Source: an optimization exercise on an open RTL-to-GDS flow (aim: small area). Production flows keep margins and buffers that such runs may drop.
Where RTL was checked, it was by simulation tests only, not by an equivalence proof against the original.
Power and IR drop assume default switching activity.

==> inputs of trial 9 <==
==> flow/design.v (excerpt) <==
module selective_repeat_receive_window (
   input  logic        clock,
   input  logic        reset,
   input  logic        req_valid,
   output logic        req_stall,
   input  logic [15:0] req_seq_value,
   input  logic [31:0] req_payload_handle,
   input  logic [9:0]  req_payload_len,
   input  logic [23:0] req_head_bytes,
   output logic        rsp_valid,
   input  logic        rsp_stall,
   output logic [1:0]  rsp_kind,
   output logic [15:0] rsp_ack_seq,
   output logic [31:0] rsp_out_handle,
   output logic [9:0]  rsp_out_len,
   output logic        rsp_last
);
   localparam int DW = 42;             
   logic [DW:0]   ring [31];
   logic [DW:0]   ring_in;
   logic [4:0]    c, c_next, e;
   logic          scrub, opened, finished, run;
   logic [2:0]    cnt;
   logic          ov, olast;
   logic [1:0]    okind;
   logic [15:0]   oseq;
   logic [DW-1:0] odata;
   logic [5:0]    blk;
   logic [5:0]    blk_m;
   logic [4:0]    slot;
   logic          out_free, is_fin, hit, acc, wr, at_e, rel, rel_last, ld_fin;
   assign c_next   = (c == 5'd30) ? 5'd0 : c + 5'd1;
  ...
==> module selective_repeat_receive_window, before the edit <==
module selective_repeat_receive_window (
   input  logic        clock,
   input  logic        reset,
   input  logic        req_valid,
   output logic        req_stall,
   input  logic [15:0] req_seq_value,
   input  logic [31:0] req_payload_handle,
   input  logic [9:0]  req_payload_len,
   input  logic [23:0] req_head_bytes,
   output logic        rsp_valid,
   input  logic        rsp_stall,
   output logic [1:0]  rsp_kind,
   output logic [15:0] rsp_ack_seq,
   output logic [31:0] rsp_out_handle,
   output logic [9:0]  rsp_out_len,
   output logic        rsp_last
);
   localparam int DW = 42;             
   logic [DW:0]   ring [31];
   logic [DW:0]   ring_in;
   logic [4:0]    c, c_next, e;
   logic          scrub, opened, finished, run;
   logic [2:0]    cnt;
   logic          ov, olast;
   logic [1:0]    okind;
   logic [15:0]   oseq;
   logic [DW-1:0] odata;
   logic [5:0]    blk;
   logic [5:0]    blk_m;
   logic [4:0]    slot;
   logic          out_free, is_fin, hit, acc, wr, at_e, rel, rel_last, ld_fin;
   assign c_next   = (c == 5'd30) ? 5'd0 : c + 5'd1;
   assign out_free = !ov || !rsp_stall;
   assign blk   = {1'b0, req_seq_value[14:10]} + {5'd0, req_seq_value[15]};
   assign blk_m = (blk >= 6'd31) ? blk - 6'd31 : blk;
   assign slot  = blk_m[4:0];
   assign is_fin    = opened && (req_head_bytes == srrw_pkg::FIN_WORD);
   assign hit       = (slot == c_next);
   assign req_stall = !(out_free && !run && !scrub && (finished || is_fin || hit));
   assign acc       = req_valid && !req_stall;
   assign wr        = acc && !finished && !is_fin;
   assign ld_fin    = acc && !finished && is_fin;
   assign at_e      = (c_next == e);
   assign rel       = run && out_free && (c == e);
   assign rel_last  = (cnt == 3'd4) || !ring[0][DW];
   always_comb begin
      ring_in = ring[0];
      if (scrub || (rel && !rel_last)) ring_in[DW] = 1'b0;
      if (wr) ring_in = {!at_e, req_payload_handle, req_payload_len};
   end
   always_ff @(posedge clock) begin
      for (int i = 0; i < 30; i++) ring[i] <= ring[i+1];
      ring[30] <= ring_in;
   end
   always_ff @(posedge clock) begin
      if (reset) begin
         c        <= '0;
         scrub    <= 1'b1;
         e        <= '0;
         opened   <= 1'b0;
         finished <= 1'b0;
         run      <= 1'b0;
         ov       <= 1'b0;
      end else begin
         c <= c_next;
         if (c == 5'd30) scrub <= 1'b0;
         ov <= ov && rsp_stall;
         if (wr) begin
            opened <= 1'b1;
            ov     <= 1'b1;
            if (at_e) begin
               run <= 1'b1;
            end
         end
         if (ld_fin) begin
            finished <= 1'b1;
            ov       <= 1'b1;
         end
         if (rel) begin
            ov <= 1'b1;
            e  <= c_next;
            if (rel_last) run <= 1'b0;
         end
      end
   end
   always_ff @(posedge clock) begin
      if (wr) begin
         cnt   <= '0;
         okind <= srrw_pkg::KIND_ACK;
         oseq  <= req_seq_value;
         odata <= '0;
         olast <= !at_e;
      end
      if (ld_fin) begin
         okind <= srrw_pkg::KIND_FIN;
         oseq  <= '0;
         odata <= '0;
         olast <= 1'b1;
      end
      if (rel) begin
         cnt   <= cnt + 3'd1;
         okind <= srrw_pkg::KIND_REL;
         oseq  <= '0;
         odata <= ring[30][DW-1:0];
         olast <= rel_last;
      end
   end
   assign rsp_valid      = ov;
   assign rsp_kind       = okind;
   assign rsp_ack_seq    = oseq;
   assign rsp_out_handle = odata[DW-1 -: 32];
   assign rsp_out_len    = odata[9:0];
   assign rsp_last       = olast;
endmodule
Settings: LEC_CHECK=0, CAP_MARGIN=20, CORE_MARGIN=2, CORE_UTILIZATION=40, SLEW_MARGIN=20; clock period 5.0 ns.
run.sh (not shown) runs the stock make flow with config.mk's settings and CLKGATE_MAP_FILE= SYNTH_SCRIPT=/design/flow/synth_recipe.tcl, a recipe that flattens the netlist after the stock synthesis.
==> inputs of build 28, as changes to trial 9 <==
--- a/flow/design.v
+++ b/flow/design.v
@@ -36,9 +36,6 @@
    logic [2:0]    cnt;
-   logic          ov, olast;
-   logic [1:0]    okind;
-   logic [15:0]   oseq;
+   logic          ov, olast, orel;
    logic [DW-1:0] odata;
-   logic [5:0]    blk;
-   logic [5:0]    blk_m;
-   logic [4:0]    slot;
+   logic [4:0]    lo;
+   logic          hit_c, hit_n;
    logic          out_free, is_fin, hit, acc, wr, at_e, rel, rel_last, ld_fin;
@@ -46,7 +43,7 @@
    assign out_free = !ov || !rsp_stall;
-   assign blk   = {1'b0, req_seq_value[14:10]} + {5'd0, req_seq_value[15]};
-   assign blk_m = (blk >= 6'd31) ? blk - 6'd31 : blk;
-   assign slot  = blk_m[4:0];
+   assign lo    = req_seq_value[14:10];
+   assign hit_c = (lo == c) || (lo == 5'd31 && c == 5'd0);
+   assign hit_n = (lo == c_next) || (lo == 5'd31 && c == 5'd30);
    assign is_fin    = opened && (req_head_bytes == srrw_pkg::FIN_WORD);
-   assign hit       = (slot == c_next);
+   assign hit       = req_seq_value[15] ? hit_c : hit_n;
    assign req_stall = !(out_free && !run && !scrub && (finished || is_fin || hit));
@@ -100,20 +97,16 @@
       if (wr) begin
-         cnt   <= '0;
-         okind <= srrw_pkg::KIND_ACK;
-         oseq  <= req_seq_value;
-         odata <= '0;
-         olast <= !at_e;
+         cnt          <= '0;
+         orel         <= 1'b0;
+         odata[15:0]  <= req_seq_value;
+         olast        <= !at_e;
       end
       if (ld_fin) begin
-         okind <= srrw_pkg::KIND_FIN;
-         oseq  <= '0;
-         odata <= '0;
-         olast <= 1'b1;
+         orel         <= 1'b0;
+         olast        <= 1'b1;
       end
       if (rel) begin
-         cnt   <= cnt + 3'd1;
-         okind <= srrw_pkg::KIND_REL;
-         oseq  <= '0;
-         odata <= ring[30][DW-1:0];
-         olast <= rel_last;
+         cnt          <= cnt + 3'd1;
+         orel         <= 1'b1;
+         odata        <= ring[30][DW-1:0];
+         olast        <= rel_last;
       end
@@ -121,6 +114,6 @@
    assign rsp_valid      = ov;
-   assign rsp_kind       = okind;
-   assign rsp_ack_seq    = oseq;
-   assign rsp_out_handle = odata[DW-1 -: 32];
-   assign rsp_out_len    = odata[9:0];
+   assign rsp_kind       = {finished, orel};
+   assign rsp_ack_seq    = (orel || finished) ? 16'd0 : odata[15:0];
+   assign rsp_out_handle = orel ? odata[DW-1 -: 32] : 32'd0;
+   assign rsp_out_len    = orel ? odata[9:0] : 10'd0;
    assign rsp_last       = olast;
==> flow/flow/run.sh (new file) <==
#!/bin/bash
# Standard layout, with the port buffers built from the smallest buffer cell.
export BUFFER_PORTS_ARGS="-buffer_cell sky130_fd_sc_hd__buf_1"
bash standard.sh > standard.log 2>&1
==> flow/standard.sh (new file) <==
#!/bin/bash
# synth_recipe.tcl (not shown) runs the flow's synth.tcl, then flattens the netlist and writes it again
# the make line also repeats each setting of config.mk as NAME=value (left out here)
make -C /OpenROAD-flow-scripts/flow DESIGN_CONFIG=/design/flow/config.mk WORK_HOME=/design/flow/orfs CLKGATE_MAP_FILE= SYNTH_SCRIPT=/design/flow/synth_recipe.tcl "${@:-finish}"
CORE_UTILIZATION = 70   (was 40)
CTS_CLUSTER_DIAMETER = 80   (was unset)
CTS_CLUSTER_SIZE = 30   (was unset)
PLACE_DENSITY = 0.8   (was unset)
removed: flow/run.sh
==> inputs of build 61, as changes to trial 9 <==
--- a/flow/design.v
+++ b/flow/design.v
@@ -36,5 +36,3 @@
    logic [2:0]    cnt;
-   logic          ov, olast;
-   logic [1:0]    okind;
-   logic [15:0]   oseq;
+   logic          ov, olast, orel;
    logic [DW-1:0] odata;
@@ -100,20 +98,16 @@
       if (wr) begin
-         cnt   <= '0;
-         okind <= srrw_pkg::KIND_ACK;
-         oseq  <= req_seq_value;
-         odata <= '0;
-         olast <= !at_e;
+         cnt          <= '0;
+         orel         <= 1'b0;
+         odata[15:0]  <= req_seq_value;
+         olast        <= !at_e;
       end
       if (ld_fin) begin
-         okind <= srrw_pkg::KIND_FIN;
-         oseq  <= '0;
-         odata <= '0;
-         olast <= 1'b1;
+         orel         <= 1'b0;
+         olast        <= 1'b1;
       end
       if (rel) begin
-         cnt   <= cnt + 3'd1;
-         okind <= srrw_pkg::KIND_REL;
-         oseq  <= '0;
-         odata <= ring[30][DW-1:0];
-         olast <= rel_last;
+         cnt          <= cnt + 3'd1;
+         orel         <= 1'b1;
+         odata        <= ring[30][DW-1:0];
+         olast        <= rel_last;
       end
@@ -121,6 +115,6 @@
    assign rsp_valid      = ov;
-   assign rsp_kind       = okind;
-   assign rsp_ack_seq    = oseq;
-   assign rsp_out_handle = odata[DW-1 -: 32];
-   assign rsp_out_len    = odata[9:0];
+   assign rsp_kind       = {finished, orel};
+   assign rsp_ack_seq    = (orel || finished) ? 16'd0 : odata[15:0];
+   assign rsp_out_handle = orel ? odata[DW-1 -: 32] : 32'd0;
+   assign rsp_out_len    = orel ? odata[9:0] : 10'd0;
    assign rsp_last       = olast;
CORE_UTILIZATION = 70   (was 40)
CTS_CLUSTER_DIAMETER = 80   (was unset)
CTS_CLUSTER_SIZE = 30   (was unset)
PLACE_DENSITY = 0.8   (was unset)
==> inputs of build 46, as changes to trial 9 <==
--- a/flow/design.v
+++ b/flow/design.v
@@ -36,9 +36,6 @@
    logic [2:0]    cnt;
-   logic          ov, olast;
-   logic [1:0]    okind;
-   logic [15:0]   oseq;
+   logic          ov, olast, orel;
    logic [DW-1:0] odata;
-   logic [5:0]    blk;
-   logic [5:0]    blk_m;
-   logic [4:0]    slot;
+   logic [4:0]    lo;
+   logic          hit_c, hit_n;
    logic          out_free, is_fin, hit, acc, wr, at_e, rel, rel_last, ld_fin;
@@ -46,7 +43,7 @@
    assign out_free = !ov || !rsp_stall;
-   assign blk   = {1'b0, req_seq_value[14:10]} + {5'd0, req_seq_value[15]};
-   assign blk_m = (blk >= 6'd31) ? blk - 6'd31 : blk;
-   assign slot  = blk_m[4:0];
+   assign lo    = req_seq_value[14:10];
+   assign hit_c = (lo == c) || (lo == 5'd31 && c == 5'd0);
+   assign hit_n = (lo == c_next) || (lo == 5'd31 && c == 5'd30);
    assign is_fin    = opened && (req_head_bytes == srrw_pkg::FIN_WORD);
-   assign hit       = (slot == c_next);
+   assign hit       = req_seq_value[15] ? hit_c : hit_n;
    assign req_stall = !(out_free && !run && !scrub && (finished || is_fin || hit));
@@ -100,20 +97,16 @@
       if (wr) begin
-         cnt   <= '0;
-         okind <= srrw_pkg::KIND_ACK;
-         oseq  <= req_seq_value;
-         odata <= '0;
-         olast <= !at_e;
+         cnt          <= '0;
+         orel         <= 1'b0;
+         odata[15:0]  <= req_seq_value;
+         olast        <= !at_e;
       end
       if (ld_fin) begin
-         okind <= srrw_pkg::KIND_FIN;
-         oseq  <= '0;
-         odata <= '0;
-         olast <= 1'b1;
+         orel         <= 1'b0;
+         olast        <= 1'b1;
       end
       if (rel) begin
-         cnt   <= cnt + 3'd1;
-         okind <= srrw_pkg::KIND_REL;
-         oseq  <= '0;
-         odata <= ring[30][DW-1:0];
-         olast <= rel_last;
+         cnt          <= cnt + 3'd1;
+         orel         <= 1'b1;
+         odata        <= ring[30][DW-1:0];
+         olast        <= rel_last;
       end
@@ -121,6 +114,6 @@
    assign rsp_valid      = ov;
-   assign rsp_kind       = okind;
-   assign rsp_ack_seq    = oseq;
-   assign rsp_out_handle = odata[DW-1 -: 32];
-   assign rsp_out_len    = odata[9:0];
+   assign rsp_kind       = {finished, orel};
+   assign rsp_ack_seq    = (orel || finished) ? 16'd0 : odata[15:0];
+   assign rsp_out_handle = orel ? odata[DW-1 -: 32] : 32'd0;
+   assign rsp_out_len    = orel ? odata[9:0] : 10'd0;
    assign rsp_last       = olast;
==> flow/flow/run.sh (new file) <==
#!/bin/bash
# Standard layout, with the port buffers built from the smallest buffer cell and
# non-critical gates downsized after global routing.
export BUFFER_PORTS_ARGS="-buffer_cell sky130_fd_sc_hd__buf_1"
export RECOVER_POWER=100
bash standard.sh > standard.log 2>&1
==> flow/standard.sh (new file) <==
#!/bin/bash
# synth_recipe.tcl (not shown) runs the flow's synth.tcl, then flattens the netlist and writes it again
# the make line also repeats each setting of config.mk as NAME=value (left out here)
make -C /OpenROAD-flow-scripts/flow DESIGN_CONFIG=/design/flow/config.mk WORK_HOME=/design/flow/orfs CLKGATE_MAP_FILE= SYNTH_SCRIPT=/design/flow/synth_recipe.tcl "${@:-finish}"
CORE_UTILIZATION = 70   (was 40)
CTS_CLUSTER_DIAMETER = 80   (was unset)
CTS_CLUSTER_SIZE = 30   (was unset)
PLACE_DENSITY = 0.8   (was unset)
removed: flow/run.sh
==> qor summary <==
metric                                                          build 61        trial 9       build 28                                         build 46
Number of distinct library cells after synthesis                      55             53             51                                               51
Total vias in the final route                                      11411          12181          11330                                            11323
Area share of fa/ha/maj cells after synthesis                     0.286%         0.283%         0.205%                                           0.205%
Initial Util                                                       70.9%          40.2%          70.8%                                            70.8%
NumNets Final                                                       1980           2094           1957                                             1957
Post-cts sizing count                                                  6              1              0                                                0
First-pass GRT wire length                                 64800 microns  64400 microns  64900 microns                                    64900 microns
Total Power Consumption                                          16.4 mW        21.3 mW        16.3 mW                                          16.3 mW
Clock network power share                                          30.7%          45.9%          30.6%                                            30.6%
Endpoint of the worst hold-timing path                      ring[28][36]    ring[6][15]   ring[25][37]                                     ring[25][37]
Origin of the critical flop-to-flop path                            c[0]           c[1]           c[0]                                             c[0]
Flip-flop and latch area                                     28400 sq um    28700 sq um    28400 sq um                                      28400 sq um
Least setup slack across all paths after layout                0.0735 ns       0.146 ns       0.326 ns                                         0.240 ns
Well-tap cell count                                                  585           1040            585                                              585
Count of inverters not on the clock network in the layout              5              9              9                                                9
Core Area                                                    43200 sq um    77100 sq um    43100 sq um                                      43100 sq um
Run status                              no timing/DRC/antenna violations  no timing/DRC/antenna violations  no timing/DRC/antenna violations                         finished with violations
Reasons for failing layout checks                                      -              -              -  max-capacitance violations, max-slew violations
Multi-input gate area in the final layout                     2110 sq um     2130 sq um     1960 sq um                                       1800 sq um
Die span in x                                                213 microns    282 microns    213 microns                                      213 microns
Depth of the most critical reg-to-reg path                            10             11              8                                                9
Post-Syn Area per Cell                                        18.1 sq um     18.0 sq um     18.2 sq um                                       18.2 sq um
DP Area                                                      32900 sq um    33800 sq um    31700 sq um                                      31700 sq um
Xor-xnor portion of the synthesized cell area                     0.544%         0.557%         0.546%                                           0.546%
Sequential cell area share                                         82.7%          75.0%          85.7%                                            86.2%
Static Leakage                                                   13.5 nW        15.3 nW        13.2 nW                                          13.1 nW
No functional check of the RTL was part of build 61.

[afterwards: timing with drivers on the ports]
The results above use ideal ports. As a check the final layouts listed here were re-extracted and re-timed, cells and wires unchanged.
Step 1 assumes that a clkbuf_16 drives the clock port and a buf_2 every other input.
Step 2 times the ports against the registers' clock, not the clock port: input delays grow and output delays shrink by t, the midpoint of the rising clock arrivals with the driver on.
Slacks: ideal ports / drivers / drivers and shift; pairs: ideal ports / drivers.
| run | t, ns | setup WS [ns] | worst setup path at the end | latest minus earliest clock arrival (ns) |
|---|---|---|---|---|
| trial 9 | 0.738 | 0.146 / 0.116 / 0.062 | input to register | 0.030 / 0.030 |
| build 28 | 0.668 | 0.326 / 0.270 / 0.802 | register to register | 0.022 / 0.022 |
| build 61 | 0.675 | 0.074 / 0.046 / 0.046 | input to output | 0.025 / 0.025 |
| build 46 | 0.666 | 0.240 / 0.186 / 0.458 | register to register | 0.021 / 0.020 |
The setup slack of trial 9, which loses most, moves by -0.030 ns with the drivers and by -0.084 ns with both steps.
